Background: an optimization exercise with open tools, aiming at small area, a short achievable clock period and few clock cycles per item. Do not read the settings as production practice.
The RTL was checked by simulation tests, not by an equivalence proof against the original design.

--- flow/constraint.sdc ---
create_clock -name core_clock -period 6.0 [get_ports {clk}]
set_input_delay 1.2000 -clock core_clock [delete_from_list [all_inputs] [get_ports {clk}]]
set_output_delay 1.2000 -clock core_clock [all_outputs]
set_load 0.01 [all_outputs]
--- flow/config.mk ---
export PLATFORM = sky130hd
export DESIGN_NAME = hb_interp2
export DESIGN_NICKNAME = hb_interp2
export VERILOG_FILES = /design/flow/design.v
export SDC_FILE = /design/flow/constraint.sdc
export NUM_CORES = 4
export LEC_CHECK = 0
export CAP_MARGIN = 20
export CORE_MARGIN = 2
export CORE_UTILIZATION = 65
export CTS_CLUSTER_DIAMETER = 100
export CTS_CLUSTER_SIZE = 30
export PLACE_DENSITY = 0.75
export SETUP_SLACK_MARGIN = 2.8
export SLEW_MARGIN = 20
--- flow/design.v ---
module hb_interp2 #(
    parameter int unsigned DW   = 16,
    parameter int unsigned ACCW = 36
) (
    input  logic                 clk,
    input  logic                 reset,
    input  logic signed [DW-1:0] x_in,
    input  logic                 x_in_valid,
    output logic                 x_in_ready,
    output logic signed [DW-1:0] y_out,
    output logic                 y_out_valid
);
    logic ph, ph_a, ph_b, ph_c, sa, sb, nsa, nsb, v1, v2, v3, v4, v5, v6, yv;
    logic [7:0] xr, xrn;
    logic [7:0] ra[14], rb[14];
    logic [7:0] pa[14];
    logic [10:0] q0;
    logic [8:0] q1;
    logic [8:0] q2;
    logic [8:0] q3;
    logic [8:0] q4;
    logic [8:0] q5;
    logic [11:0] q6;
    logic [8:0] s0, s1, s2, s3, s4, s5, s6;
    logic [23:0] ta, tb, tc, za, zb, z;
    logic [17:0] zr;
    logic [15:0] o3, y, bsel, asat;
    logic acc;
    assign x_in_ready  = ph;
    assign y_out       = y;
    assign y_out_valid = yv;
    assign acc         = x_in_valid & ph;
    always_ff @(posedge clk or posedge reset) begin
        if (reset) begin
            ph <= 1'b0; ph_a <= 1'b0; ph_b <= 1'b0; ph_c <= 1'b0;
            sa <= 1'b0; sb <= 1'b0; nsa <= 1'b1; nsb <= 1'b1;
            v1 <= 1'b0; v2 <= 1'b0; v3 <= 1'b0;
            v4 <= 1'b0; v5 <= 1'b0; v6 <= 1'b0; yv <= 1'b0;
        end else begin
            ph <= ~ph; ph_a <= ~ph_a; ph_b <= ~ph_b; ph_c <= ~ph_c;
            sa <= acc;
            sb <= ~acc;
            nsa <= ~acc;
            nsb <= acc;
            v1 <= sa; v2 <= v1; v3 <= v2; v4 <= v3; v5 <= v4; v6 <= v5;
            yv <= v5 | v6;
        end
    end
    always_ff @(posedge clk) begin
        xr  <= x_in[7:0];
        xrn <= ~x_in[15:8];
        ra[0] <= ~(({8{sa}} & xr) | ({8{sb}} & rb[0]));
        rb[0] <= ~(({8{nsa}} | xrn) & ({8{nsb}} | ra[0]));
        for (int k = 1; k < 14; k++) begin
            ra[k] <= ~(({8{sa}} & rb[k-1]) | ({8{sb}} & rb[k]));
            rb[k] <= ~(({8{nsa}} | ra[k-1]) & ({8{nsb}} | ra[k]));
        end
    end
    always_comb begin
        for (int k = 0; k < 14; k++) pa[k] = {ra[k][7] ^ ~ph_a, ra[k][6:0]};
        s0 = {1'b0, pa[0]} + {1'b0, pa[13]};
        s1 = {1'b0, pa[1]} + {1'b0, pa[12]};
        s2 = {1'b0, pa[2]} + {1'b0, pa[11]};
        s3 = {1'b0, pa[3]} + {1'b0, pa[10]};
        s4 = {1'b0, pa[4]} + {1'b0, pa[9]};
        s5 = {1'b0, pa[5]} + {1'b0, pa[8]};
        s6 = {1'b0, pa[6]} + {1'b0, pa[7]};
    end
    always_ff @(posedge clk) begin
        q0 <= {2'b0, s0} + {s0, 1'b0};
        q1 <= s1;
        q2 <= s2;
        q3 <= s3;
        q4 <= s4;
        q5 <= s5;
        q6 <= {3'b0, s6} + {s6, 2'b0};
    end
    wire ts1, tc2, ts3, tc4, ts5, tc6, ts7, tc8, ts9, tc10, ts11, tc12, tn13, ts14, tc15, tn16;
    wire ts17, tc18, ts19, tc20, ts21, tc22, ts23, tc24, ts25, tc26, ts27, tc28, tn29, ts30, tc31, ts32;
    wire tc33, ts34, tc35, ts36, tc37, tn38, ts39, tc40, tn41, ts42, tc43, tn44, ts45, tc46, tn47, ts48;
    wire tc49, ts50, tc51, ts52, tc53, ts54, tc55, ts56, tc57, ts58, tc59, ts60, tc61, ts62, tc63, ts64;
    wire tc65, tn66, ts67, tc68, ts69, tc70, ts71, tc72, ts73, tc74, ts75, tc76, ts77, tc78, ts79, tc80;
    wire ts81, tc82, ts83, tc84, ts85, tc86, ts87, tc88, ts89, tc90, ts91, tc92, ts93, tc94, ts95, tc96;
    wire ts97, tc98, ts99, tc100, ts101, tc102, ts103, tc104, ts105, tc106, ts107, tc108, ts109, tc110, ts111, tc112;
    wire ts113, tc114, tn115, ts116, tc117, tn118, ts119, tc120, tn121, ts122, tc123, tn124, ts125, tc126, ts127, tc128;
    wire ts129, tc130, ts131, tc132, ts133, tc134, ts135, tc136, ts137, tc138, ts139, tc140, ts141, tc142, ts143, tc144;
    wire ts145, tc146, ts147, tc148, ts149, tc150, ts151, tc152, tn153, ts154, tc155, tn156, ts157, tc158, tn159, ts160;
    wire tc161, ts162, tc163, ts164, tc165, ts166, tc167, ts168, tc169, ts170, tc171, ts172, tc173, ts174, tc175, ts176;
    wire tc177, ts178, tc179, tn180, ts181, tc182, tn183, ts184, tc185, tn186, ts187, tc188, tn189, ts190, tc191, tn192;
    wire ts193, tc194, ts195, tc196, ts197, tc198, ts199, tc200, ts201, tc202, ts203, tc204, ts205, tc206, ts207, tc208;
    wire tn209, ts210, tc211, ts212, tc213, tn214, ts215, tc216, ts217, tc218, ts219, tc220, tn221, ts222, tc223, tn224;
    wire ts225, tc226, tn227, ts228, tc229, ts230, tc231, ts232, tc233, ts234, tc235, ts236, tc237, ts238, tc239, ts240;
    wire tc241, ts242, tc243, tn244, ts245, tc246, ts247, tc248, tn249, ts250, tc251, tn252, ts253, tc254, tn255, ts256;
    wire tc257, tn258, ts259, tc260, tn261, ts262, tc263, ts264, tc265, ts266, tc267, ts268, tc269, ts270, tc271, tn272;
    wire ts273, tc274, ts275, tc276, tn277, ts278, tc279, tn280, ts281, tc282, ts283, tc284, ts285, tc286, ts287, tc288;
    wire ts289, tc290, tn291, ts292, tc293, ts294, tc295, ts296, tc297, ts298, tc299, tn300, ts301, tc302, tn303, ts304;
    wire tc305, tn306, ts307, tc308, ts309, tc310, tn311, ts312, tc313, tn314, ts315, tc316, tn317, ts318, tc319, ts320;
    wire tc321, ts322, tc323, ts324, tc325, ts326, tc327, ts328, tc329, ts330, tc331, tn332, ts333, tc334, ts335, tc336;
    wire tn337, ts338, tc339, ts340, tc341, ts342, tc343, ts344, tc345, ts346, tc347, ts348, tc349, tn350, ts351, tc352;
    wire tn353, ts354, tc355, ts356, tc357, tn358, ts359, tc360, tn361, ts362, tc363, ts364, tc365, tn366, ts367, tc368;
    wire tn369, ts370, tc371, tn372, ts373, tc374, ts375, tc376, ts377, tc378, ts379, tc380, tn381, ts382, tc383, tn384;
    wire ts385, tc386, tn387, ts388, tc389, ts390, tc391, tn392, ts393, tc394, ts395, tc396, tn397, ts398, tc399;
    assign ts1 = q0[0] ^ q2[0] ^ q6[0];
    assign tc2 = (q0[0] & q2[0]) | (q0[0] & q6[0]) | (q2[0] & q6[0]);
    assign ts3 = q0[1] ^ q2[1] ^ q6[1];
    assign tc4 = (q0[1] & q2[1]) | (q0[1] & q6[1]) | (q2[1] & q6[1]);
    assign ts5 = q1[1] ^ q3[0] ^ q4[0];
    assign tc6 = (q1[1] & q3[0]) | (q1[1] & q4[0]) | (q3[0] & q4[0]);
    assign ts7 = q5[1] ^ tc2;
    assign tc8 = q5[1] & ~tc2;
    assign ts9 = q0[2] ^ q2[2] ^ q2[0];
    assign tc10 = (q0[2] & q2[2]) | (q0[2] & q2[0]) | (q2[2] & q2[0]);
    assign ts11 = q1[2] ^ q3[1] ^ q4[1];
    assign tc12 = (q1[2] & q3[1]) | (q1[2] & q4[1]) | (q3[1] & q4[1]);
    assign tn13 = ~q6[2];
    assign ts14 = q5[2] ^ tn13 ^ tc6;
    assign tc15 = (q5[2] & tn13) | (q5[2] & tc6) | (tn13 & tc6);
    assign tn16 = ~ts11;
    assign ts17 = tc4 ^ tn16 ^ ts9;
    assign tc18 = (tc4 & tn16) | (tc4 & ts9) | (tn16 & ts9);
    assign ts19 = q0[3] ^ q1[0] ^ q2[3];
    assign tc20 = (q0[3] & q1[0]) | (q0[3] & q2[3]) | (q1[0] & q2[3]);
    assign ts21 = q1[3] ^ q3[2] ^ q3[0];
    assign tc22 = (q1[3] & q3[2]) | (q1[3] & q3[0]) | (q3[2] & q3[0]);
    assign ts23 = q4[2] ^ q4[0] ^ q5[3];
    assign tc24 = (q4[2] & q4[0]) | (q4[2] & q5[3]) | (q4[0] & q5[3]);
    assign ts25 = q2[1] ^ q6[3] ^ tc10;
    assign tc26 = (q2[1] & q6[3]) | (q2[1] & tc10) | (q6[3] & tc10);
    assign ts27 = tc12 ^ ts21 ^ ts23;
    assign tc28 = (tc12 & ts21) | (tc12 & ts23) | (ts21 & ts23);
    assign tn29 = ~tc15;
    assign ts30 = ts19 ^ tn29 ^ ts25;
    assign tc31 = (ts19 & tn29) | (ts19 & ts25) | (tn29 & ts25);
    assign ts32 = q0[4] ^ q1[1] ^ q2[4];
    assign tc33 = (q0[4] & q1[1]) | (q0[4] & q2[4]) | (q1[1] & q2[4]);
    assign ts34 = q1[4] ^ q2[0] ^ q3[3];
    assign tc35 = (q1[4] & q2[0]) | (q1[4] & q3[3]) | (q2[0] & q3[3]);
    assign ts36 = q3[1] ^ q4[3] ^ q4[1];
    assign tc37 = (q3[1] & q4[3]) | (q3[1] & q4[1]) | (q4[3] & q4[1]);
    assign tn38 = ~q2[2];
    assign ts39 = q5[4] ^ q6[0] ^ tn38;
    assign tc40 = (q5[4] & q6[0]) | (q5[4] & tn38) | (q6[0] & tn38);
    assign tn41 = ~q6[4];
    assign ts42 = tn41 ^ tc22 ^ tc24;
    assign tc43 = (tn41 & tc22) | (tn41 & tc24) | (tc22 & tc24);
    assign tn44 = ~tc20;
    assign ts45 = tn44 ^ ts34 ^ ts36;
    assign tc46 = (tn44 & ts34) | (tn44 & ts36) | (ts34 & ts36);
    assign tn47 = ~ts39;
    assign ts48 = ts32 ^ tn47 ^ tc26;
    assign tc49 = (ts32 & tn47) | (ts32 & tc26) | (tn47 & tc26);
    assign ts50 = tc28 ^ ts42 ^ ts45;
    assign tc51 = (tc28 & ts42) | (tc28 & ts45) | (ts42 & ts45);
    assign ts52 = q0[5] ^ q1[2] ^ q2[5];
    assign tc53 = (q0[5] & q1[2]) | (q0[5] & q2[5]) | (q1[2] & q2[5]);
    assign ts54 = q1[5] ^ q1[0] ^ q2[1];
    assign tc55 = (q1[5] & q1[0]) | (q1[5] & q2[1]) | (q1[0] & q2[1]);
    assign ts56 = q3[4] ^ q3[2] ^ q4[4];
    assign tc57 = (q3[4] & q3[2]) | (q3[4] & q4[4]) | (q3[2] & q4[4]);
    assign ts58 = q4[2] ^ q5[5] ^ q6[1];
    assign tc59 = (q4[2] & q5[5]) | (q4[2] & q6[1]) | (q5[5] & q6[1]);
    assign ts60 = q2[3] ^ q6[5] ^ tc33;
    assign tc61 = (q2[3] & q6[5]) | (q2[3] & tc33) | (q6[5] & tc33);
    assign ts62 = tc35 ^ tc37 ^ tc40;
    assign tc63 = (tc35 & tc37) | (tc35 & tc40) | (tc37 & tc40);
    assign ts64 = ts54 ^ ts56 ^ ts58;
    assign tc65 = (ts54 & ts56) | (ts54 & ts58) | (ts56 & ts58);
    assign tn66 = ~tc43;
    assign ts67 = ts52 ^ tn66 ^ ts60;
    assign tc68 = (ts52 & tn66) | (ts52 & ts60) | (tn66 & ts60);
    assign ts69 = tc46 ^ ts62 ^ ts64;
    assign tc70 = (tc46 & ts62) | (tc46 & ts64) | (ts62 & ts64);
    assign ts71 = tc49 ^ tc51;
    assign tc72 = ~tc49 & tc51;
    assign ts73 = q0[6] ^ q1[3] ^ q2[6];
    assign tc74 = (q0[6] & q1[3]) | (q0[6] & q2[6]) | (q1[3] & q2[6]);
    assign ts75 = q2[4] ^ q4[0] ^ q5[0];
    assign tc76 = (q2[4] & q4[0]) | (q2[4] & q5[0]) | (q4[0] & q5[0]);
    assign ts77 = q1[6] ^ q1[1] ^ q2[2];
    assign tc78 = (q1[6] & q1[1]) | (q1[6] & q2[2]) | (q1[1] & q2[2]);
    assign ts79 = q3[5] ^ q3[3] ^ q4[5];
    assign tc80 = (q3[5] & q3[3]) | (q3[5] & q4[5]) | (q3[3] & q4[5]);
    assign ts81 = q4[3] ^ q5[6] ^ q6[2];
    assign tc82 = (q4[3] & q5[6]) | (q4[3] & q6[2]) | (q5[6] & q6[2]);
    assign ts83 = tc55 ^ tc57 ^ tc59;
    assign tc84 = (tc55 & tc57) | (tc55 & tc59) | (tc57 & tc59);
    assign ts85 = q6[6] ^ tc53 ^ ts73;
    assign tc86 = (q6[6] & tc53) | (q6[6] & ts73) | (tc53 & ts73);
    assign ts87 = ts77 ^ ts79 ^ ts81;
    assign tc88 = (ts77 & ts79) | (ts77 & ts81) | (ts79 & ts81);
    assign ts89 = tc63 ^ tc65 ^ ts83;
    assign tc90 = (tc63 & tc65) | (tc63 & ts83) | (tc65 & ts83);
    assign ts91 = ts75 ^ tc61 ^ ts85;
    assign tc92 = (ts75 & tc61) | (ts75 & ts85) | (tc61 & ts85);
    assign ts93 = ts87 ^ tc70 ^ ts89;
    assign tc94 = (ts87 & tc70) | (ts87 & ts89) | (tc70 & ts89);
    assign ts95 = tc68 ^ ts91;
    assign tc96 = tc68 | ts91;
    assign ts97 = q0[7] ^ q1[4] ^ q2[7];
    assign tc98 = (q0[7] & q1[4]) | (q0[7] & q2[7]) | (q1[4] & q2[7]);
    assign ts99 = q2[5] ^ q2[0] ^ q3[0];
    assign tc100 = (q2[5] & q2[0]) | (q2[5] & q3[0]) | (q2[0] & q3[0]);
    assign ts101 = q4[1] ^ q5[1] ^ q6[7];
    assign tc102 = (q4[1] & q5[1]) | (q4[1] & q6[7]) | (q5[1] & q6[7]);
    assign ts103 = q1[7] ^ q1[2] ^ q2[3];
    assign tc104 = (q1[7] & q1[2]) | (q1[7] & q2[3]) | (q1[2] & q2[3]);
    assign ts105 = q3[6] ^ q3[4] ^ q4[6];
    assign tc106 = (q3[6] & q3[4]) | (q3[6] & q4[6]) | (q3[4] & q4[6]);
    assign ts107 = q4[4] ^ q5[7] ^ q6[3];
    assign tc108 = (q4[4] & q5[7]) | (q4[4] & q6[3]) | (q5[7] & q6[3]);
    assign ts109 = tc78 ^ tc80 ^ tc82;
    assign tc110 = (tc78 & tc80) | (tc78 & tc82) | (tc80 & tc82);
    assign ts111 = tc74 ^ tc76 ^ ts97;
    assign tc112 = (tc74 & tc76) | (tc74 & ts97) | (tc76 & ts97);
    assign ts113 = ts103 ^ ts105 ^ ts107;
    assign tc114 = (ts103 & ts105) | (ts103 & ts107) | (ts105 & ts107);
    assign tn115 = ~tc84;
    assign ts116 = ts99 ^ ts101 ^ tn115;
    assign tc117 = (ts99 & ts101) | (ts99 & tn115) | (ts101 & tn115);
    assign tn118 = ~tc86;
    assign ts119 = tc88 ^ ts109 ^ tn118;
    assign tc120 = (tc88 & ts109) | (tc88 & tn118) | (ts109 & tn118);
    assign tn121 = ~ts111;
    assign ts122 = ts113 ^ tn121 ^ tc90;
    assign tc123 = (ts113 & tn121) | (ts113 & tc90) | (tn121 & tc90);
    assign tn124 = ~ts119;
    assign ts125 = ts116 ^ tc92 ^ tn124;
    assign tc126 = (ts116 & tc92) | (ts116 & tn124) | (tc92 & tn124);
    assign ts127 = tc96 ^ tc94;
    assign tc128 = ~tc96 & tc94;
    assign ts129 = q0[8] ^ q1[5] ^ q2[8];
    assign tc130 = (q0[8] & q1[5]) | (q0[8] & q2[8]) | (q1[5] & q2[8]);
    assign ts131 = q2[6] ^ q2[1] ^ q3[1];
    assign tc132 = (q2[6] & q2[1]) | (q2[6] & q3[1]) | (q2[1] & q3[1]);
    assign ts133 = q4[2] ^ q5[2] ^ q5[0];
    assign tc134 = (q4[2] & q5[2]) | (q4[2] & q5[0]) | (q5[2] & q5[0]);
    assign ts135 = q1[8] ^ q1[3] ^ q2[4];
    assign tc136 = (q1[8] & q1[3]) | (q1[8] & q2[4]) | (q1[3] & q2[4]);
    assign ts137 = q3[7] ^ q3[5] ^ q4[7];
    assign tc138 = (q3[7] & q3[5]) | (q3[7] & q4[7]) | (q3[5] & q4[7]);
    assign ts139 = q4[5] ^ q5[8] ^ q6[4];
    assign tc140 = (q4[5] & q5[8]) | (q4[5] & q6[4]) | (q5[8] & q6[4]);
    assign ts141 = q6[8] ^ tc98 ^ tc100;
    assign tc142 = (q6[8] & tc98) | (q6[8] & tc100) | (tc98 & tc100);
    assign ts143 = tc104 ^ tc106 ^ tc108;
    assign tc144 = (tc104 & tc106) | (tc104 & tc108) | (tc106 & tc108);
    assign ts145 = tc102 ^ ts129 ^ ts131;
    assign tc146 = (tc102 & ts129) | (tc102 & ts131) | (ts129 & ts131);
    assign ts147 = ts135 ^ ts137 ^ ts139;
    assign tc148 = (ts135 & ts137) | (ts135 & ts139) | (ts137 & ts139);
    assign ts149 = ts133 ^ tc112 ^ ts141;
    assign tc150 = (ts133 & tc112) | (ts133 & ts141) | (tc112 & ts141);
    assign ts151 = tc110 ^ tc114 ^ ts143;
    assign tc152 = (tc110 & tc114) | (tc110 & ts143) | (tc114 & ts143);
    assign tn153 = ~ts147;
    assign ts154 = tn153 ^ ts145 ^ tc117;
    assign tc155 = (tn153 & ts145) | (tn153 & tc117) | (ts145 & tc117);
    assign tn156 = ~ts149;
    assign ts157 = tc120 ^ ts151 ^ tn156;
    assign tc158 = (tc120 & ts151) | (tc120 & tn156) | (ts151 & tn156);
    assign tn159 = ~tc123;
    assign ts160 = tn159 ^ ts154 ^ tc126;
    assign tc161 = (tn159 & ts154) | (tn159 & tc126) | (ts154 & tc126);
    assign ts162 = q0[9] ^ q1[6] ^ q2[7];
    assign tc163 = (q0[9] & q1[6]) | (q0[9] & q2[7]) | (q1[6] & q2[7]);
    assign ts164 = q2[2] ^ q3[2] ^ q4[3];
    assign tc165 = (q2[2] & q3[2]) | (q2[2] & q4[3]) | (q3[2] & q4[3]);
    assign ts166 = q5[3] ^ q5[1] ^ q6[9];
    assign tc167 = (q5[3] & q5[1]) | (q5[3] & q6[9]) | (q5[1] & q6[9]);
    assign ts168 = q1[4] ^ q2[5] ^ q3[8];
    assign tc169 = (q1[4] & q2[5]) | (q1[4] & q3[8]) | (q2[5] & q3[8]);
    assign ts170 = q3[6] ^ q3[0] ^ q4[8];
    assign tc171 = (q3[6] & q3[0]) | (q3[6] & q4[8]) | (q3[0] & q4[8]);
    assign ts172 = tc130 ^ tc132 ^ tc134;
    assign tc173 = (tc130 & tc132) | (tc130 & tc134) | (tc132 & tc134);
    assign ts174 = q4[6] ^ q6[5] ^ tc136;
    assign tc175 = (q4[6] & q6[5]) | (q4[6] & tc136) | (q6[5] & tc136);
    assign ts176 = ts162 ^ ts164 ^ ts166;
    assign tc177 = (ts162 & ts164) | (ts162 & ts166) | (ts164 & ts166);
    assign ts178 = tc138 ^ tc140 ^ ts168;
    assign tc179 = (tc138 & tc140) | (tc138 & ts168) | (tc140 & ts168);
    assign tn180 = ~tc142;
    assign ts181 = ts170 ^ tc144 ^ tn180;
    assign tc182 = (ts170 & tc144) | (ts170 & tn180) | (tc144 & tn180);
    assign tn183 = ~tc146;
    assign ts184 = tc148 ^ ts174 ^ tn183;
    assign tc185 = (tc148 & ts174) | (tc148 & tn183) | (ts174 & tn183);
    assign tn186 = ~ts178;
    assign ts187 = ts172 ^ tn186 ^ ts176;
    assign tc188 = (ts172 & tn186) | (ts172 & ts176) | (tn186 & ts176);
    assign tn189 = ~tc150;
    assign ts190 = tc152 ^ tn189 ^ ts181;
    assign tc191 = (tc152 & tn189) | (tc152 & ts181) | (tn189 & ts181);
    assign tn192 = ~ts184;
    assign ts193 = tn192 ^ ts187 ^ tc155;
    assign tc194 = (tn192 & ts187) | (tn192 & tc155) | (ts187 & tc155);
    assign ts195 = tc158 ^ ts190;
    assign tc196 = tc158 & ts190;
    assign ts197 = q0[10] ^ q1[7] ^ q2[8];
    assign tc198 = (q0[10] & q1[7]) | (q0[10] & q2[8]) | (q1[7] & q2[8]);
    assign ts199 = q2[3] ^ q3[3] ^ q4[4];
    assign tc200 = (q2[3] & q3[3]) | (q2[3] & q4[4]) | (q3[3] & q4[4]);
    assign ts201 = q4[0] ^ q5[4] ^ q5[2];
    assign tc202 = (q4[0] & q5[4]) | (q4[0] & q5[2]) | (q5[4] & q5[2]);
    assign ts203 = q1[5] ^ q2[6] ^ q3[7];
    assign tc204 = (q1[5] & q2[6]) | (q1[5] & q3[7]) | (q2[6] & q3[7]);
    assign ts205 = q3[1] ^ q4[7] ^ q6[6];
    assign tc206 = (q3[1] & q4[7]) | (q3[1] & q6[6]) | (q4[7] & q6[6]);
    assign ts207 = q5[0] ^ q6[10] ^ tc163;
    assign tc208 = (q5[0] & q6[10]) | (q5[0] & tc163) | (q6[10] & tc163);
    assign tn209 = ~tc165;
    assign ts210 = tc169 ^ tc171 ^ tn209;
    assign tc211 = (tc169 & tc171) | (tc169 & tn209) | (tc171 & tn209);
    assign ts212 = tc167 ^ ts197 ^ ts199;
    assign tc213 = (tc167 & ts197) | (tc167 & ts199) | (ts197 & ts199);
    assign tn214 = ~ts201;
    assign ts215 = ts203 ^ ts205 ^ tn214;
    assign tc216 = (ts203 & ts205) | (ts203 & tn214) | (ts205 & tn214);
    assign ts217 = tc173 ^ tc177 ^ ts207;
    assign tc218 = (tc173 & tc177) | (tc173 & ts207) | (tc177 & ts207);
    assign ts219 = tc175 ^ tc179 ^ ts210;
    assign tc220 = (tc175 & tc179) | (tc175 & ts210) | (tc179 & ts210);
    assign tn221 = ~ts212;
    assign ts222 = tn221 ^ ts215 ^ tc182;
    assign tc223 = (tn221 & ts215) | (tn221 & tc182) | (ts215 & tc182);
    assign tn224 = ~ts217;
    assign ts225 = tc185 ^ tn224 ^ ts219;
    assign tc226 = (tc185 & tn224) | (tc185 & ts219) | (tn224 & ts219);
    assign tn227 = ~tc188;
    assign ts228 = tn227 ^ tc191 ^ ts222;
    assign tc229 = (tn227 & tc191) | (tn227 & ts222) | (tc191 & ts222);
    assign ts230 = ts225 ^ tc196;
    assign tc231 = ts225 & tc196;
    assign ts232 = q1[8] ^ q2[4] ^ q3[4];
    assign tc233 = (q1[8] & q2[4]) | (q1[8] & q3[4]) | (q2[4] & q3[4]);
    assign ts234 = q4[5] ^ q4[1] ^ q5[5];
    assign tc235 = (q4[5] & q4[1]) | (q4[5] & q5[5]) | (q4[1] & q5[5]);
    assign ts236 = q5[3] ^ q5[1] ^ q6[11];
    assign tc237 = (q5[3] & q5[1]) | (q5[3] & q6[11]) | (q5[1] & q6[11]);
    assign ts238 = q1[6] ^ q2[7] ^ q3[8];
    assign tc239 = (q1[6] & q2[7]) | (q1[6] & q3[8]) | (q2[7] & q3[8]);
    assign ts240 = q3[2] ^ q4[8] ^ q6[7];
    assign tc241 = (q3[2] & q4[8]) | (q3[2] & q6[7]) | (q4[8] & q6[7]);
    assign ts242 = q6[0] ^ tc198 ^ tc200;
    assign tc243 = (q6[0] & tc198) | (q6[0] & tc200) | (tc198 & tc200);
    assign tn244 = ~tc202;
    assign ts245 = tc204 ^ tc206 ^ tn244;
    assign tc246 = (tc204 & tc206) | (tc204 & tn244) | (tc206 & tn244);
    assign ts247 = ts232 ^ ts234 ^ ts236;
    assign tc248 = (ts232 & ts234) | (ts232 & ts236) | (ts234 & ts236);
    assign tn249 = ~tc208;
    assign ts250 = ts238 ^ ts240 ^ tn249;
    assign tc251 = (ts238 & ts240) | (ts238 & tn249) | (ts240 & tn249);
    assign tn252 = ~tc211;
    assign ts253 = tn252 ^ tc213 ^ ts242;
    assign tc254 = (tn252 & tc213) | (tn252 & ts242) | (tc213 & ts242);
    assign tn255 = ~ts247;
    assign ts256 = tc216 ^ ts245 ^ tn255;
    assign tc257 = (tc216 & ts245) | (tc216 & tn255) | (ts245 & tn255);
    assign tn258 = ~tc218;
    assign ts259 = tn258 ^ tc220 ^ ts250;
    assign tc260 = (tn258 & tc220) | (tn258 & ts250) | (tc220 & ts250);
    assign tn261 = ~ts253;
    assign ts262 = tn261 ^ ts256 ^ tc223;
    assign tc263 = (tn261 & ts256) | (tn261 & tc223) | (ts256 & tc223);
    assign ts264 = tc226 ^ ts259 ^ tc229;
    assign tc265 = (tc226 & ts259) | (tc226 & tc229) | (ts259 & tc229);
    assign ts266 = q2[5] ^ q3[5] ^ q4[6];
    assign tc267 = (q2[5] & q3[5]) | (q2[5] & q4[6]) | (q3[5] & q4[6]);
    assign ts268 = q4[2] ^ q5[6] ^ q5[4];
    assign tc269 = (q4[2] & q5[6]) | (q4[2] & q5[4]) | (q5[6] & q5[4]);
    assign ts270 = q1[7] ^ q2[8] ^ q3[3];
    assign tc271 = (q1[7] & q2[8]) | (q1[7] & q3[3]) | (q2[8] & q3[3]);
    assign tn272 = ~q5[2];
    assign ts273 = q5[0] ^ q6[8] ^ tn272;
    assign tc274 = (q5[0] & q6[8]) | (q5[0] & tn272) | (q6[8] & tn272);
    assign ts275 = q6[1] ^ tc233 ^ tc235;
    assign tc276 = (q6[1] & tc233) | (q6[1] & tc235) | (tc233 & tc235);
    assign tn277 = ~tc237;
    assign ts278 = tc239 ^ tc241 ^ tn277;
    assign tc279 = (tc239 & tc241) | (tc239 & tn277) | (tc241 & tn277);
    assign tn280 = ~ts270;
    assign ts281 = tn280 ^ ts266 ^ ts268;
    assign tc282 = (tn280 & ts266) | (tn280 & ts268) | (ts266 & ts268);
    assign ts283 = tc243 ^ tc248 ^ ts275;
    assign tc284 = (tc243 & tc248) | (tc243 & ts275) | (tc248 & ts275);
    assign ts285 = ts273 ^ tc246 ^ ts278;
    assign tc286 = (ts273 & tc246) | (ts273 & ts278) | (tc246 & ts278);
    assign ts287 = ts281 ^ tc254 ^ ts283;
    assign tc288 = (ts281 & tc254) | (ts281 & ts283) | (tc254 & ts283);
    assign ts289 = tc251 ^ tc257 ^ ts285;
    assign tc290 = (tc251 & tc257) | (tc251 & ts285) | (tc257 & ts285);
    assign tn291 = ~ts287;
    assign ts292 = tc260 ^ tn291 ^ ts289;
    assign tc293 = (tc260 & tn291) | (tc260 & ts289) | (tn291 & ts289);
    assign ts294 = q2[6] ^ q3[6] ^ q4[7];
    assign tc295 = (q2[6] & q3[6]) | (q2[6] & q4[7]) | (q3[6] & q4[7]);
    assign ts296 = q4[3] ^ q5[7] ^ q5[5];
    assign tc297 = (q4[3] & q5[7]) | (q4[3] & q5[5]) | (q5[7] & q5[5]);
    assign ts298 = q1[8] ^ q3[4] ^ q5[1];
    assign tc299 = (q1[8] & q3[4]) | (q1[8] & q5[1]) | (q3[4] & q5[1]);
    assign tn300 = ~q6[9];
    assign ts301 = tn300 ^ q5[3] ^ q6[2];
    assign tc302 = (tn300 & q5[3]) | (tn300 & q6[2]) | (q5[3] & q6[2]);
    assign tn303 = ~tc271;
    assign ts304 = tn303 ^ tc267 ^ tc269;
    assign tc305 = (tn303 & tc267) | (tn303 & tc269) | (tc267 & tc269);
    assign tn306 = ~ts294;
    assign ts307 = tc274 ^ ts298 ^ tn306;
    assign tc308 = (tc274 & ts298) | (tc274 & tn306) | (ts298 & tn306);
    assign ts309 = ts296 ^ ts301 ^ tc276;
    assign tc310 = (ts296 & ts301) | (ts296 & tc276) | (ts301 & tc276);
    assign tn311 = ~tc279;
    assign ts312 = tn311 ^ tc282 ^ ts304;
    assign tc313 = (tn311 & tc282) | (tn311 & ts304) | (tc282 & ts304);
    assign tn314 = ~ts307;
    assign ts315 = tn314 ^ tc284 ^ ts309;
    assign tc316 = (tn314 & tc284) | (tn314 & ts309) | (tc284 & ts309);
    assign tn317 = ~tc286;
    assign ts318 = tn317 ^ ts312 ^ tc288;
    assign tc319 = (tn317 & ts312) | (tn317 & tc288) | (ts312 & tc288);
    assign ts320 = tc290 ^ ts315;
    assign tc321 = tc290 & ~ts315;
    assign ts322 = q2[7] ^ q3[7] ^ q4[8];
    assign tc323 = (q2[7] & q3[7]) | (q2[7] & q4[8]) | (q3[7] & q4[8]);
    assign ts324 = q4[4] ^ q5[8] ^ q5[6];
    assign tc325 = (q4[4] & q5[8]) | (q4[4] & q5[6]) | (q5[8] & q5[6]);
    assign ts326 = q3[5] ^ q5[2] ^ q6[10];
    assign tc327 = (q3[5] & q5[2]) | (q3[5] & q6[10]) | (q5[2] & q6[10]);
    assign ts328 = q5[4] ^ q6[3] ^ tc295;
    assign tc329 = (q5[4] & q6[3]) | (q5[4] & tc295) | (q6[3] & tc295);
    assign ts330 = tc297 ^ tc302 ^ ts322;
    assign tc331 = (tc297 & tc302) | (tc297 & ts322) | (tc302 & ts322);
    assign tn332 = ~ts324;
    assign ts333 = tc299 ^ ts326 ^ tn332;
    assign tc334 = (tc299 & ts326) | (tc299 & tn332) | (ts326 & tn332);
    assign ts335 = tc305 ^ ts328 ^ ts330;
    assign tc336 = (tc305 & ts328) | (tc305 & ts330) | (ts328 & ts330);
    assign tn337 = ~tc310;
    assign ts338 = tc308 ^ ts333 ^ tn337;
    assign tc339 = (tc308 & ts333) | (tc308 & tn337) | (ts333 & tn337);
    assign ts340 = tc313 ^ ts335 ^ tc316;
    assign tc341 = (tc313 & ts335) | (tc313 & tc316) | (ts335 & tc316);
    assign ts342 = ts338 ^ tc321;
    assign tc343 = ts338 & tc321;
    assign ts344 = q2[8] ^ q3[8] ^ q4[5];
    assign tc345 = (q2[8] & q3[8]) | (q2[8] & q4[5]) | (q3[8] & q4[5]);
    assign ts346 = q5[7] ^ q5[5] ^ q6[4];
    assign tc347 = (q5[7] & q5[5]) | (q5[7] & q6[4]) | (q5[5] & q6[4]);
    assign ts348 = q3[6] ^ q5[3] ^ q6[11];
    assign tc349 = (q3[6] & q5[3]) | (q3[6] & q6[11]) | (q5[3] & q6[11]);
    assign tn350 = ~tc327;
    assign ts351 = tn350 ^ tc323 ^ tc325;
    assign tc352 = (tn350 & tc323) | (tn350 & tc325) | (tc323 & tc325);
    assign tn353 = ~ts348;
    assign ts354 = tn353 ^ ts344 ^ ts346;
    assign tc355 = (tn353 & ts344) | (tn353 & ts346) | (ts344 & ts346);
    assign ts356 = tc329 ^ tc331 ^ ts351;
    assign tc357 = (tc329 & tc331) | (tc329 & ts351) | (tc331 & ts351);
    assign tn358 = ~tc334;
    assign ts359 = tn358 ^ ts354 ^ tc336;
    assign tc360 = (tn358 & ts354) | (tn358 & tc336) | (ts354 & tc336);
    assign tn361 = ~tc339;
    assign ts362 = ts356 ^ tn361 ^ ts359;
    assign tc363 = (ts356 & tn361) | (ts356 & ts359) | (tn361 & ts359);
    assign ts364 = q4[6] ^ q5[8] ^ q5[6];
    assign tc365 = (q4[6] & q5[8]) | (q4[6] & q5[6]) | (q5[8] & q5[6]);
    assign tn366 = ~q6[5];
    assign ts367 = q3[7] ^ q5[4] ^ tn366;
    assign tc368 = (q3[7] & q5[4]) | (q3[7] & tn366) | (q5[4] & tn366);
    assign tn369 = ~tc349;
    assign ts370 = tn369 ^ tc345 ^ tc347;
    assign tc371 = (tn369 & tc345) | (tn369 & tc347) | (tc345 & tc347);
    assign tn372 = ~ts367;
    assign ts373 = ts364 ^ tn372 ^ tc352;
    assign tc374 = (ts364 & tn372) | (ts364 & tc352) | (tn372 & tc352);
    assign ts375 = tc355 ^ ts370 ^ tc357;
    assign tc376 = (tc355 & ts370) | (tc355 & tc357) | (ts370 & tc357);
    assign ts377 = ts373 ^ tc360;
    assign tc378 = ts373 | tc360;
    assign ts379 = q4[7] ^ q5[7] ^ q6[6];
    assign tc380 = (q4[7] & q5[7]) | (q4[7] & q6[6]) | (q5[7] & q6[6]);
    assign tn381 = ~tc365;
    assign ts382 = q3[8] ^ q5[5] ^ tn381;
    assign tc383 = (q3[8] & q5[5]) | (q3[8] & tn381) | (q5[5] & tn381);
    assign tn384 = ~tc368;
    assign ts385 = tn384 ^ ts379 ^ tc371;
    assign tc386 = (tn384 & ts379) | (tn384 & tc371) | (ts379 & tc371);
    assign tn387 = ~ts382;
    assign ts388 = tn387 ^ tc374 ^ ts385;
    assign tc389 = (tn387 & tc374) | (tn387 & ts385) | (tc374 & ts385);
    assign ts390 = q4[8] ^ q5[8] ^ q6[7];
    assign tc391 = (q4[8] & q5[8]) | (q4[8] & q6[7]) | (q5[8] & q6[7]);
    assign tn392 = ~q5[6];
    assign ts393 = tn392 ^ tc380 ^ ts390;
    assign tc394 = (tn392 & tc380) | (tn392 & ts390) | (tc380 & ts390);
    assign ts395 = tc383 ^ ts393;
    assign tc396 = tc383 & ~ts393;
    assign tn397 = ~q5[7];
    assign ts398 = tn397 ^ q6[8] ^ tc391;
    assign tc399 = (tn397 & q6[8]) | (tn397 & tc391) | (q6[8] & tc391);
    always_ff @(posedge clk) begin
        ta <= {1'b1, q6[11], q6[10], q5[8], tc394, tc386, tc376, ts375, tc341, tc319, ts318, tc263, ts262, tc194, ts193, ts157, ts122, tc72, ts67, tc31, tc18, tc8, ts5, q1[0]};
        tb <= {1'b1, 1'b1, 1'b1, q6[9], tc396, tc389, tc378, tc363, tc343, ts340, tc293, tc265, tc231, ts228, tc161, tc128, ts125, ts93, ts69, ts48, ts27, ts14, ts3, q5[0]};
        tc <= {1'b1, 1'b1, 1'b1, tc399, ts398, ts395, ts388, ts377, ts362, ts342, ts320, ts292, ts264, ts230, ts195, ts160, ts127, ts95, ts71, ts50, ts30, ts17, ts7, ts1};
    end
    assign o3 = ph_b ? 16'h2f91 : zr[17:2];
    wire un1, us2, uc3, un4, us5, uc6, us7, uc8, un9, us10, uc11, un12, us13, uc14, un15, us16;
    wire uc17, un18, us19, uc20, un21, us22, uc23, un24, us25, uc26, un27, us28, uc29, un30, us31, uc32;
    wire us33, uc34, un35, us36, uc37, un38, us39, uc40, un41, us42, uc43, un44, us45, uc46, un47, us48;
    wire uc49, un50, us51, uc52, un53, us54, uc55, un56, us57, uc58, un59, us60, uc61, us62, uc63, us64;
    wire uc65, us66, uc67, us68, uc69, un70, us71, uc72, un73, us74, uc75, un76, us77, uc78, un79, us80;
    wire uc81, un82, us83, uc84, un85, us86, uc87, un88, us89, uc90, us91, uc92, us93, uc94, us95, uc96;
    wire us97, uc98, us99, uc100, us101, uc102, un103, us104, uc105, un106, us107, uc108, us109, uc110, us111, uc112;
    wire us113, uc114;
    assign un1 = ~tc[0];
    assign us2 = ta[0] ^ tb[0] ^ un1;
    assign uc3 = (ta[0] & tb[0]) | (ta[0] & un1) | (tb[0] & un1);
    assign un4 = ~ta[1];
    assign us5 = un4 ^ tb[1] ^ tc[1];
    assign uc6 = (un4 & tb[1]) | (un4 & tc[1]) | (tb[1] & tc[1]);
    assign us7 = o3[1] ^ uc3;
    assign uc8 = o3[1] & uc3;
    assign un9 = ~tc[2];
    assign us10 = ta[2] ^ tb[2] ^ un9;
    assign uc11 = (ta[2] & tb[2]) | (ta[2] & un9) | (tb[2] & un9);
    assign un12 = ~uc6;
    assign us13 = o3[2] ^ un12 ^ us10;
    assign uc14 = (o3[2] & un12) | (o3[2] & us10) | (un12 & us10);
    assign un15 = ~tb[3];
    assign us16 = un15 ^ ta[3] ^ tc[3];
    assign uc17 = (un15 & ta[3]) | (un15 & tc[3]) | (ta[3] & tc[3]);
    assign un18 = ~us16;
    assign us19 = o3[3] ^ uc11 ^ un18;
    assign uc20 = (o3[3] & uc11) | (o3[3] & un18) | (uc11 & un18);
    assign un21 = ~tc[4];
    assign us22 = un21 ^ ta[4] ^ tb[4];
    assign uc23 = (un21 & ta[4]) | (un21 & tb[4]) | (ta[4] & tb[4]);
    assign un24 = ~o3[4];
    assign us25 = un24 ^ uc17 ^ us22;
    assign uc26 = (un24 & uc17) | (un24 & us22) | (uc17 & us22);
    assign un27 = ~tb[5];
    assign us28 = un27 ^ ta[5] ^ tc[5];
    assign uc29 = (un27 & ta[5]) | (un27 & tc[5]) | (ta[5] & tc[5]);
    assign un30 = ~o3[5];
    assign us31 = un30 ^ uc23 ^ us28;
    assign uc32 = (un30 & uc23) | (un30 & us28) | (uc23 & us28);
    assign us33 = ta[6] ^ tb[6] ^ tc[6];
    assign uc34 = (ta[6] & tb[6]) | (ta[6] & tc[6]) | (tb[6] & tc[6]);
    assign un35 = ~uc29;
    assign us36 = o3[6] ^ un35 ^ us33;
    assign uc37 = (o3[6] & un35) | (o3[6] & us33) | (un35 & us33);
    assign un38 = ~ta[7];
    assign us39 = un38 ^ tb[7] ^ tc[7];
    assign uc40 = (un38 & tb[7]) | (un38 & tc[7]) | (tb[7] & tc[7]);
    assign un41 = ~us39;
    assign us42 = uc34 ^ o3[7] ^ un41;
    assign uc43 = (uc34 & o3[7]) | (uc34 & un41) | (o3[7] & un41);
    assign un44 = ~tc[8];
    assign us45 = ta[8] ^ tb[8] ^ un44;
    assign uc46 = (ta[8] & tb[8]) | (ta[8] & un44) | (tb[8] & un44);
    assign un47 = ~uc40;
    assign us48 = o3[8] ^ un47 ^ us45;
    assign uc49 = (o3[8] & un47) | (o3[8] & us45) | (un47 & us45);
    assign un50 = ~tc[9];
    assign us51 = un50 ^ ta[9] ^ tb[9];
    assign uc52 = (un50 & ta[9]) | (un50 & tb[9]) | (ta[9] & tb[9]);
    assign un53 = ~us51;
    assign us54 = o3[9] ^ uc46 ^ un53;
    assign uc55 = (o3[9] & uc46) | (o3[9] & un53) | (uc46 & un53);
    assign un56 = ~ta[10];
    assign us57 = tb[10] ^ tc[10] ^ un56;
    assign uc58 = (tb[10] & tc[10]) | (tb[10] & un56) | (tc[10] & un56);
    assign un59 = ~uc52;
    assign us60 = o3[10] ^ un59 ^ us57;
    assign uc61 = (o3[10] & un59) | (o3[10] & us57) | (un59 & us57);
    assign us62 = ta[11] ^ tb[11] ^ tc[11];
    assign uc63 = (ta[11] & tb[11]) | (ta[11] & tc[11]) | (tb[11] & tc[11]);
    assign us64 = o3[11] ^ uc58 ^ us62;
    assign uc65 = (o3[11] & uc58) | (o3[11] & us62) | (uc58 & us62);
    assign us66 = ta[12] ^ tb[12] ^ tc[12];
    assign uc67 = (ta[12] & tb[12]) | (ta[12] & tc[12]) | (tb[12] & tc[12]);
    assign us68 = uc63 ^ o3[12] ^ us66;
    assign uc69 = (uc63 & o3[12]) | (uc63 & us66) | (o3[12] & us66);
    assign un70 = ~tb[13];
    assign us71 = un70 ^ ta[13] ^ tc[13];
    assign uc72 = (un70 & ta[13]) | (un70 & tc[13]) | (ta[13] & tc[13]);
    assign un73 = ~us71;
    assign us74 = uc67 ^ o3[13] ^ un73;
    assign uc75 = (uc67 & o3[13]) | (uc67 & un73) | (o3[13] & un73);
    assign un76 = ~tc[14];
    assign us77 = un76 ^ ta[14] ^ tb[14];
    assign uc78 = (un76 & ta[14]) | (un76 & tb[14]) | (ta[14] & tb[14]);
    assign un79 = ~o3[14];
    assign us80 = un79 ^ uc72 ^ us77;
    assign uc81 = (un79 & uc72) | (un79 & us77) | (uc72 & us77);
    assign un82 = ~tb[15];
    assign us83 = un82 ^ ta[15] ^ tc[15];
    assign uc84 = (un82 & ta[15]) | (un82 & tc[15]) | (ta[15] & tc[15]);
    assign un85 = ~o3[15];
    assign us86 = un85 ^ uc78 ^ us83;
    assign uc87 = (un85 & uc78) | (un85 & us83) | (uc78 & us83);
    assign un88 = ~tc[16];
    assign us89 = un88 ^ ta[16] ^ tb[16];
    assign uc90 = (un88 & ta[16]) | (un88 & tb[16]) | (ta[16] & tb[16]);
    assign us91 = uc84 ^ us89;
    assign uc92 = uc84 | us89;
    assign us93 = 1'b0 ^ ta[17] ^ tb[17];
    assign uc94 = (1'b0 & ta[17]) | (1'b0 & tb[17]) | (ta[17] & tb[17]);
    assign us95 = tc[17] ^ uc90 ^ us93;
    assign uc96 = (tc[17] & uc90) | (tc[17] & us93) | (uc90 & us93);
    assign us97 = ta[18] ^ tb[18] ^ tc[18];
    assign uc98 = (ta[18] & tb[18]) | (ta[18] & tc[18]) | (tb[18] & tc[18]);
    assign us99 = uc94 ^ us97;
    assign uc100 = uc94 | us97;
    assign us101 = 1'b0 ^ ta[19] ^ tc[19];
    assign uc102 = (1'b0 & ta[19]) | (1'b0 & tc[19]) | (ta[19] & tc[19]);
    assign un103 = ~tb[19];
    assign us104 = un103 ^ uc98 ^ us101;
    assign uc105 = (un103 & uc98) | (un103 & us101) | (uc98 & us101);
    assign un106 = ~ta[20];
    assign us107 = un106 ^ tb[20] ^ tc[20];
    assign uc108 = (un106 & tb[20]) | (un106 & tc[20]) | (tb[20] & tc[20]);
    assign us109 = uc102 ^ us107;
    assign uc110 = uc102 | us107;
    assign us111 = ta[21] ^ uc108;
    assign uc112 = ta[21] | uc108;
    assign us113 = ta[22] ^ ph_b;
    assign uc114 = ~ta[22] & ph_b;
    assign za = {~ph_b, ~uc112, ~uc110, ~uc105, ~uc100, ~uc96, ~uc92, ~uc87, ~uc81, uc75, uc69, uc65, uc61, uc55, uc49, uc43, uc37, ~uc32, ~uc26, uc20, uc14, uc8, ~us5, o3[0]};
    assign zb = {uc114, ~us113, us111, us109, ~us104, us99, ~us95, us91, ~us86, ~us80, us74, us68, us64, us60, us54, us48, us42, us36, ~us31, ~us25, us19, us13, us7, us2};
    assign z = za + zb;
    always_ff @(posedge clk) begin
        zr <= z[23:6];
    end
    always_comb begin
        if (zr[16] != zr[15]) asat = zr[16] ? 16'h8000 : 16'h7fff;
        else                  asat = zr[15:0];
        if (v2 & v4)      bsel = {~ra[8], rb[8]};
        else if (v2 | v4) bsel = {~ra[7], rb[7]};
        else              bsel = {~ra[6], rb[6]};
    end
    always_ff @(posedge clk) begin
        y <= ph_c ? asat : bsel;
    end
endmodule
--- flow/run.sh ---
#!/bin/bash
# synth_recipe.tcl (not shown) runs the flow's synth.tcl, then flattens the netlist and writes it again
# the make line also repeats each setting of config.mk as NAME=value (left out here)
make -C /OpenROAD-flow-scripts/flow DESIGN_CONFIG=/design/flow/config.mk WORK_HOME=/design/flow/orfs CLKGATE_MAP_FILE= SYNTH_SCRIPT=/design/flow/synth_recipe.tcl finish
==> reports/results.md, run 1 <==
| Stage | Result | This run |
|:---|:---|:---|
| clock tree | Max Buffers Root-to-Sink | 3 |
| yosys | Count of cell types in the netlist | 51 |
| worst setup path | WP data arrival | 3670 ps |
| yosys | Synth warn | 4 |
| yosys | Proportion of synthesized area in mux cells | 1.14% |
| worst setup path | Sequence of cells on the critical path | inv_1 > fa_1 > inv_2 > fa_1 > ha_4 > nand2_2 > or3_4 > o21ba_4 > o21ai_2 > and3b_2 > a211oi_2 > xnor2_1 |
| worst hold path | Type of the most critical hold path | reg -> reg |
| placement | Total of buffers placed on input and output ports | 36 |
| global route | Leftover overflow at the end of global routing | 0 |
| worst setup path | Crit path capture type | flip-flop |
| global route | Pin count of the biggest net entering global routing | 113 |
| yosys | Number of enable-type register cells in the synthesized netlist | 0 |
| yosys | Fraction of the mapped netlist area in compound gates | 12.8% |
| die | Height of the chip | 180 microns |
| clock tree | Insertion delay of the later-clocked pin in the worst-skew pair | 560 ps |
| placement | Global placer's final weighted congestion | 0.949 |
| global route | Global-route track usage on met1 | 41.2% |
| timing | Worst clock skew | 28.4 ps |
| yosys | Share of Yosys cell area claimed by the top area cell type | 40.3% |
| timing | Relative max-transition margin | 24.8% |
| yosys | Synthesized flop and latch total | 422 |
| yosys | Number of cells produced by synthesis | 1858 |
| global route | Number of antenna violations at the first check in global routing | 1 |
| placement | Worst Setup Slack post-DPL | 2570 ps |
| drt | Routed wire length per instance | 21.9 microns |
| clock tree | Sinks on Clock Net | 422 |
| layout | Total of fill cells in the finished design | 2267 |
| timing | Max Transition Viols Final | 0 |
| yosys | Count leader, synth | dfxtp_1 |
| die | Std cell rows | 64 |
| worst setup path | CP Launch Type | flip-flop |
| timing | Transition at the pin with the smallest max-transition slack | 1130 ps |
| drt | First-iteration detailed-routing DRC count | 916 |
| yosys | Mean instance size in the synthesized netlist | 10.9 sq um |
| timing | Setup repair after global routing missed its margin | true |
| global route | Busiest metal layer after global routing | met2 |
| clock tree | Number of hold-repair buffers added at the cts stage | 0 |
| die | Die area | 32500 sq um |
| worst setup path | Largest fanout on the critical path | 4 |
| die | Starting density of the core | 66.1% |
| drt | Post-detailed-route via-to-cell ratio | 5.81 |
| layout | NumNets Final | 2209 |
| yosys | Top cells by area in the synthesized netlist | dfxtp_1 (40%), fa_1 (20%), ha_1 (7.0%) |
| clock tree | Clock transition at the register clock pins on the worst setup and hold paths after CTS | 120 ps |
| clock tree | Root buf cell | clkbuf_16 |
| worst setup path | Setup Crit Path Kind | reg -> reg |
| yosys | Top cell types by occurrence after synthesis | dfxtp_1 (407), inv_1 (342), fa_1 (206) |
| yosys | Main flop type after synthesis | dfxtp_1 |
| timing | Period utilization | 53.7% |
| yosys | Nets in the synthesized netlist | 2196 |
| yosys | Largest family of logic cells by synthesized area | adder cells |
| yosys | Area share of fa/ha/maj cells after synthesis | 27.8% |
| global route | Met3 track demand over resource in global routing | 3.92% |
| drt | Post-detailed-routing wire length | 49800 microns |
| yosys | Cell taking the most area after synthesis | dfxtp_1 |
| layout | Layout cells sized above 1 | 9.75% |
| timing | Count of endpoints failing hold in the final timing report | 0 |
| yosys | Netlist Area Pre-Place | 20200 sq um |
| drt | Number of routed nets with antenna violations | 0 |
| yosys | Xor/xnor cell area share of the yosys netlist | 3.64% |
| yosys | Fraction of registers with async set/reset | 3.55% |
| timing | Setup-failing EPs final | 0 |
| layout | End-of-flow core utilization | 72.0% |
| drt | Vias | 13197 |
| placement | Final HPWL DP | 38600 microns |
| worst setup path | Critical path's slowest cell | fa_1 |
| worst setup path | Largest delay contributor family on the critical path | adder cells |
| worst setup path | Most Frequent Cell on Critical Path | fa_1 |
| worst setup path | Required time of the worst setup path | 6450 ps |
| flow run | Max capacitance violation total | 0 |
| global route | First-pass GRT wire length | 77300 microns |
| worst setup path | Longest individual stage delay on the worst path | 570 ps |
| die | I/O pins | 37 |
| run status | Status | no timing/DRC/antenna violations |
| clock tree | Number of clock buffers inserted by TritonCTS | 18 |
| yosys | Sequential area share after synthesis | 42.2% |
| global route | Number of global-route vias before repair | 13648 |
| timing | Worst setup margin | 2780 ps |
| timing | Maximum clock frequency | 0.310 GHz |
| global route | Met2 GRT Util | 54.2% |
| die | Placeable core region | 30600 sq um |
| drt | DRC errors left | 0 |
| drt | Number of iterations in the first detailed-routing pass | 6 |
| timing | Minimum clock period after layout | 3220 ps |
| worst setup path | Crit path buffers/inverters | 2 |
| layout | Synth-to-layout area growth | 8.96% |
| clock tree | Deepest level of the CTS H-tree | 1 |
| timing | Final worst hold slack | 365 ps |
| global route | Overall Global Routing Usage | 30.8% |
| clock tree | TritonCTS clock tree | done |
| timing | Summed negative setup slack over all endpoints | 0 ps |
| layout | Ant. Diodes | 0 |
| yosys | Simple-gate area share of the yosys netlist | 4.78% |
| die | Width of the chip | 180 microns |
## routing by layer
layer / part of all wire [%] / wire, microns
met3: 5.1 / 2520
met5: 0 / 0
met4: 2.3 / 1120
met2: 51 / 25300
met1: 42 / 20900
## per-stage QoR
stage               std cells  cell area (sq um)
finish                   2273              22000
global route             2273              22000
CTS                      2260              21600
detailed placement       2223              20900
global placement         2223              20900
floorplan                1858              20200
## flip-flops by register name, summed over array words and instances (netlist names), 12 cells and up
| register | count |
|---|---|
| q6 | 12 |
| ra | 112 |
| rb | 112 |
| ta | 23 |
| tb | 21 |
| tc | 21 |
| y | 16 |
| zr | 18 |
## cells in the final DEF, fill, tap and decap left out, types with 23 or more instances in the layout
cell and count:
dfxtp_1 365, inv_1 328, fa_1 195, o22ai_1 114
a22oi_1 113, ha_1 102, xnor2_1 56, a21oi_1 50
nand2_1 46, nor2_1 41, o21ai_0 39, clkdlybuf4s50_1 36
nor2b_1 29, dfxtp_2 28, xor2_1 23
## worst reg2reg max path, stage by stage, from the launching register on
cell	delay, ps
dfxtp_2	330
inv_1	50
fa_1	570
inv_2	50
fa_1	500
ha_4	300
nand2_2	50
or3_4	360
o21ba_4	240
o21ai_2	190
and3b_2	260
a211oi_2	90
xnor2_1	150
## worst paths after layout
path | startpoint | to | slack, ps | depth (start not counted)
worst max register to register | tc[6] | zr[16] | 2780 | 12
max in group asynchronous | reset | sa | 4450 | 2
min in group asynchronous | reset | ph | 1040 | 2
worst min register to register | v3 | v4 | 360 | 0
worst max-delay path | tc[6] | zr[16] | 2780 | 12
worst min-delay path | v3 | v4 | 360 | 0
## cells by family after synthesis
logic type | after synthesis
adders and majority gates | 327
buffers and inverters | 413
AOI/OAI and AO/OA | 394
muxes | 22
xor gates and xnor gates | 84
DFF | 422
and+or+nand+nor | 196
## area by class of cell
type                    count  area (sq um)  share of cell area [%]
repair buffers             64           593                    2.69
clock buffers              23           479                    2.18
clock inverters             3          58.8                   0.267
inverters                 342          1290                    5.86
multi-input cells        1023         10500                    47.6
well taps                 396           495                    2.25
flip-flops and latches    422          8630                    39.2
## timing repair
item,in CTS,in global routing
gates resized for setup,44,101
setup endpoints to repair,22,23
setup buffers,11,13
pin swaps,13,37
Testbench counts, summed over its fixed seeds: cycles 4,144, samples 2,048.
==> inputs of run 2 (changes only) <==
==> flow/flow/run.sh (new file) <==
#!/bin/bash
# Standard ORFS flow, with one netlist clean-up between synthesis and floorplan:
# flow/fapol.py removes inverters around full-adder cells (logic unchanged).
set -euo pipefail
R=orfs/results/sky130hd/hb_interp2/base
bash standard.sh synth > synth.log 2>&1
cp $R/1_2_yosys.v $R/1_2_yosys.std.v
python3 flow/fapol.py $R/1_2_yosys.std.v $R/1_2_yosys.v > fapol.log 2>&1
touch $R/1_2_yosys.v
bash standard.sh finish > finish.log 2>&1
==> flow/flow/fapol.py (new file) <==
#!/usr/bin/env python3
"""Inverter clean-up around full adders in a mapped sky130 netlist.

A full adder is self-dual: FA(~a, ~b, ~c) = (~sum, ~cout). Yosys' adder extraction often
leaves inverters on the inputs and outputs of fa cells. This script gives each fa cell a
flag 'flipped' (its pins then carry the complements of the original values), chooses the
flags greedily to need as few inverters as possible, and rewrites the netlist with the
inverters that are then needed. The logic function of the module is unchanged.
Usage: fapol.py IN.v OUT.v"""
import re, sys
from collections import defaultdict

src = open(sys.argv[1]).read()
inst_re = re.compile(r'^(\s*)(sky130_fd_sc_hd__\w+)\s+(\S+)\s*\((.*?)\);\n', re.S | re.M)
pin_re = re.compile(r'\.(\w+)\(\s*(.*?)\s*\)\s*(?:,|$)', re.S)

insts = []
for m in inst_re.finditer(src):
    pins = [(p, n.strip()) for p, n in pin_re.findall(m.group(4))]
    insts.append(dict(start=m.start(), end=m.end(), cell=m.group(2), name=m.group(3), pins=pins))

OUT_PINS = {"X", "Y", "Q", "Q_N", "SUM", "COUT", "HI", "LO"}
def is_inv(c): return re.match(r"sky130_fd_sc_hd__(clk)?inv_\d+$", c) is not None
def is_fa(c): return re.match(r"sky130_fd_sc_hd__fa_\d+$", c) is not None

driver = {}
loads = defaultdict(list)   # net -> [(inst index, pin)]
for i, it in enumerate(insts):
    for p, n in it["pins"]:
        if p in OUT_PINS: driver[n] = (i, p)
        else: loads[n].append((i, p))

# nets used outside cell pins (ports, assigns) are left as they are
port_nets = set()
hdr = src[:insts[0]["start"]] if insts else src
for m in re.finditer(r'^\s*(input|output)\s+(?:\[(\d+):(\d+)\]\s*)?(\S+?);', src, re.M):
    nm = m.group(4)
    if m.group(2):
        for b in range(int(m.group(3)), int(m.group(2)) + 1):
            port_nets.add(f"{nm}[{b}]")
    port_nets.add(nm)

inv_idx = [i for i, it in enumerate(insts) if it["cell"] == "sky130_fd_sc_hd__inv_1"]
fa_idx = [i for i, it in enumerate(insts) if is_fa(it["cell"])]

# managed inverters: inv_1 whose output is not a port net
managed = set()
for i in inv_idx:
    pins = dict(insts[i]["pins"])
    if pins["Y"] in port_nets or pins["A"] in port_nets and False:
        continue
    managed.add(i)

def base_of(net):
    """follow managed inverters back: returns (base net, parity)"""
    k = 0
    seen = 0
    while net in driver and driver[net][0] in managed and seen < 8:
        net = dict(insts[driver[net][0]]["pins"])["A"]
        k ^= 1; seen += 1
    return net, k

# consumers: every non-managed-inverter input pin; record its base and parity
cons = []   # (inst, pin, base, parity)
for i, it in enumerate(insts):
    if i in managed: continue
    for p, n in it["pins"]:
        if p in OUT_PINS: continue
        b, k = base_of(n)
        cons.append((i, p, b, k))
# port outputs driven through managed inverters also count as consumers
for n in port_nets:
    if n in driver and driver[n][0] in managed:
        pass  # excluded above (managed excludes inverters driving ports)

fa_set = set(fa_idx)
flip = defaultdict(int)
def drv_flip(b):
    d = driver.get(b)
    return flip[d[0]] if d and d[0] in fa_set else 0
by_base = defaultdict(list)
for c in cons: by_base[c[2]].append(c)
def need(c):
    i, p, b, k = c
    return k ^ drv_flip(b) ^ (flip[i] if i in fa_set else 0)
def base_cost(b):
    s = set(need(c) for c in by_base[b])
    return 1 if 1 in s else 0
# bases touched by an fa (as driver or consumer)
fa_bases = defaultdict(set)
for c in cons:
    if c[0] in fa_set: fa_bases[c[0]].add(c[2])
for i in fa_idx:
    for p, n in insts[i]["pins"]:
        if p in OUT_PINS: fa_bases[i].add(n)

before = sum(base_cost(b) for b in by_base)
import random
def total(): return sum(base_cost(b) for b in by_base)
best = (before, {i: 0 for i in fa_idx})
for seed in range(40):
    rnd = random.Random(seed)
    for i in fa_idx: flip[i] = rnd.randint(0, 1) if seed else 0
    for it_ in range(40):
        changed = 0
        order = fa_idx[:]; rnd.shuffle(order)
        for i in order:
            bs = fa_bases[i]
            c0 = sum(base_cost(b) for b in bs)
            flip[i] ^= 1
            c1 = sum(base_cost(b) for b in bs)
            if c1 < c0: changed += 1
            elif c1 == c0 and rnd.random() < 0.3: pass
            else: flip[i] ^= 1
        if not changed and it_ > 5: break
    t = total()
    if t < best[0]: best = (t, {i: flip[i] for i in fa_idx})
for i in fa_idx: flip[i] = best[1][i]
after = sum(base_cost(b) for b in by_base)
sys.stderr.write(f"fapol: {len(managed)} inverters managed; needed before {before}, after {after}; "
                 f"{sum(flip.values())} of {len(fa_idx)} fa flipped\n")

# rewrite: drop managed inverters, reconnect consumers to base or to a new inverter
newinv = {}
new_wires = []
def inv_of(b):
    if b not in newinv:
        w = f"_fapol_{len(newinv)}_"
        newinv[b] = w
        new_wires.append(w)
    return newinv[b]
repl = {}   # (inst, pin) -> net
for c in cons:
    i, p, b, k = c
    repl[(i, p)] = inv_of(b) if need(c) else b

def esc(n):
    return n + " " if n.startswith("\\") else n
out = []
pos = 0
for i, it in enumerate(insts):
    out.append(src[pos:it["start"]])
    pos = it["end"]
    if i in managed:
        continue
    pins = []
    for p, n in it["pins"]:
        pins.append((p, repl.get((i, p), n)))
    body = ",\n".join(f"    .{p}({esc(n)})" for p, n in pins)
    out.append(f"  {it['cell']} {it['name']} (\n{body}\n  );\n")
rest = src[pos:]
# new inverters before endmodule
invs = "".join(f"  sky130_fd_sc_hd__inv_1 _fapol_inv_{j}_ (\n    .A({esc(b)}),\n    .Y({w})\n  );\n"
               for j, (b, w) in enumerate(newinv.items()))
rest = rest.replace("endmodule", invs + "endmodule", 1)
text = "".join(out) + rest
# declare new wires after the module header's first wire declaration
decl = "".join(f"  wire {w};\n" for w in new_wires)
text = re.sub(r'(\n\s*wire )', "\n" + decl.rstrip("\n") + r'\1', text, count=1)
open(sys.argv[2], "w").write(text)
==> flow/standard.sh (new file) <==
#!/bin/bash
# synth_recipe.tcl (not shown) runs the flow's synth.tcl, then flattens the netlist and writes it again
# the make line also repeats each setting of config.mk as NAME=value (left out here)
make -C /OpenROAD-flow-scripts/flow DESIGN_CONFIG=/design/flow/config.mk WORK_HOME=/design/flow/orfs CLKGATE_MAP_FILE= SYNTH_SCRIPT=/design/flow/synth_recipe.tcl "${@:-finish}"
--- a/flow/config.mk
+++ b/flow/config.mk
@@ -5,6 +5,7 @@
 export SDC_FILE = /design/flow/constraint.sdc
 export NUM_CORES = 4
 export LEC_CHECK = 0
+export ABC_AREA = 1
 export CAP_MARGIN = 20
 export CORE_MARGIN = 2
 export CORE_UTILIZATION = 65
removed: flow/run.sh
==> run 2 against run 1 <==
  * Sequential share of layout area barely moved
  * Final area fell by 0.62%
  * Still clean on timing, DRC and antenna
  * Maximum frequency is 1.1% higher
  * Core utilization decreased by 2.3 points
  * Area after synthesis grew 1.9%
==> reports/results.md, run 2 <==
| Stage | Result | This run | Delta |
|:---|:---|:---|:---|
| global route | Number of antenna violations at the first check in global routing | 0 | was 1 |
| yosys | Nets in the synthesized netlist | 2430 | was 2196 |
| timing | Setup-failing EPs final | 0 | unchanged |
| timing | Count of endpoints failing hold in the final timing report | 0 | unchanged |
| layout | Synth-to-layout area growth | 6.22% | was 8.96% |
| drt | Met2 Wirelength | 26500 microns | was 25300 microns |
| timing | Transition at the pin with the smallest max-transition slack | 794 ps | was 1130 ps |
| worst setup path | Crit path capture type | flip-flop | unchanged |
| worst setup path | Reg-to-reg startpoint | q4[3] | was tc[6] |
| drt | Vias | 14571 | was 13197 |
| clock tree | Number of clock buffers inserted by TritonCTS | 18 | unchanged |
| timing | Summed negative setup slack over all endpoints | 0 ps | unchanged |
| yosys | Number of cells produced by synthesis | 2092 | was 1858 |
| die | Height of the chip | 182 microns | was 180 microns |
| worst setup path | Longest individual stage delay on the worst path | 510 ps | was 570 ps |
| timing | Max Transition Viols Final | 0 | unchanged |
| clock tree | Max Buffers Root-to-Sink | 3 | unchanged |
| drt | First-iteration detailed-routing DRC count | 1303 | was 916 |
| run status | Status | no timing/DRC/antenna violations | unchanged |
| drt | Met3 wirelength from detailed routing | 3260 microns | was 2520 microns |
| drt | Top Metal Used | met4 | unchanged |
| yosys | Synth warn | 4 | unchanged |
| drt | Post-detailed-routing wire length | 53400 microns | was 49800 microns |
| timing | Minimum clock period after layout | 3190 ps | was 3220 ps |
| placement | Global placer's final weighted congestion | 0.975 | was 0.949 |
| worst hold path | Min-Delay Startpoint | v1 | was v3 |
| timing | Worst setup margin | 2810 ps | was 2780 ps |
| worst setup path | Critical path's slowest cell | fa_1 | unchanged |
| worst setup path | CP Launch Type | flip-flop | unchanged |
| clock tree | Deepest level of the CTS H-tree | 1 | unchanged |
| clock tree | TritonCTS clock tree | done | unchanged |
| worst setup path | Largest delay contributor family on the critical path | adder cells | unchanged |
| die | Die area | 33100 sq um | was 32500 sq um |
| timing | Relative max-transition margin | 47.0% | was 24.8% |
| global route | Overall Global Routing Usage | 33.3% | was 30.8% |
| layout | Layout cells sized above 1 | 3.90% | was 9.75% |
| yosys | Netlist Area Pre-Place | 20600 sq um | was 20200 sq um |
| worst setup path | Crit path buffers/inverters | 0 | was 2 |
| flow run | Max capacitance violation total | 0 | unchanged |
| timing | Maximum clock frequency | 0.314 GHz | was 0.310 GHz |
| drt | Post-detailed-route via-to-cell ratio | 5.81 | about the same |
| clock tree | Clock transition at the register clock pins on the worst setup and hold paths after CTS | 120 ps | about the same |
| clock tree | Number of hold-repair buffers added at the cts stage | 0 | unchanged |
| placement | Total of buffers placed on input and output ports | 36 | unchanged |
| global route | Leftover overflow at the end of global routing | 0 | unchanged |
| layout | Most frequent cells in the layout | inv_1 (439), dfxtp_1 (389), o22ai_1 (208) | was dfxtp_1 (365), inv_1 (328), fa_1 (195) |
| die | Placeable core region | 31400 sq um | was 30600 sq um |
-- run 2: changes by cell type in the layout (fill, tap and decap cells not counted), moves of 17 or more --
cell     previous run  this run
buf_4              22         3
nand2_1            46       195
xor2_1             23        45
inv_1             328       439
a21oi_1            50       123
nand4_1             3        20
a22oi_1           113         0
a21o_1             22         2
xnor2_1            56        30
o22ai_1           114       208
dfxtp_1           365       389
nor2b_1            29         0
nand3_1            12        35
nor2_1             41        65
-- run 2: through the flow --
step           utilization (%)  instance area, sq um
3_3_place_gp              67.7                 21300
6_report                  69.7                 21900
5_1_grt                   69.7                 21900
3_5_place_dp              67.7                 21300
2_1_floorplan                -                 20600
4_1_cts                   69.4                 21800
-- run 2: area by class of cell --
class | instances | area (sq um)
sequential | 422 | 8570
multi-input combinational | 1166 | 10200
tap | 402 | 503
inverter | 447 | 1680
fill | 2400 | 9500
timing repair buffer | 42 | 449
antenna | 1 | 2.50
clock buffer | 23 | 469
clock inverter | 3 | 45.0
-- run 2: final timing paths --
kind | end | slack (ps) | depth (start not counted)
worst min-delay path | v2 | 370 | 0
max in group asynchronous | ph_a | 4350 | 2
worst max-delay path | tc[11] | 2810 | 6
min in group asynchronous | ph_a | 1080 | 2
worst min register to register | v2 | 370 | 0
worst max register to register | tc[11] | 2810 | 6
-- run 2: what timing repair did --
item	4_1_cts	5_1_grt
pin swaps	1	0
resized for setup	10	21
setup buffers	0	0
setup endpoints to repair	3	5
-- run 2: routing by layer --
metal / up-vias / global-route usage (%)
li1: 6729 / -
met1: 7254 / 43.8
met2: 504 / 58.4
met3: 84 / 3.85
met4: 0 / 9.84
met5: - / 0

what the ideal ports hide:
No port has a modelled driver above. Below, the same layouts with a new extraction and two added sets of constraints.
Step 1 sets driving cells, clkbuf_16 on the clock port and buf_2 on the other inputs (assumed; they add their load-dependent delay and slew).
Step 2 times the ports against the registers' clock, not the clock port: input delays grow and output delays shrink by t, the midpoint of the rising clock arrivals with the driver on.
a / b / c = ideal / step 1 / step 2; a / b = the first two.
run | shift t [ns] | setup slack, ns | worst data-port slew with drivers (ns)
run 1 | 0.603 | 2.778 / 2.778 / 2.778 | 0.04
run 2 | 0.595 | 2.814 / 2.814 / 2.814 | 0.04
After both steps setup and hold are still met in every run listed.
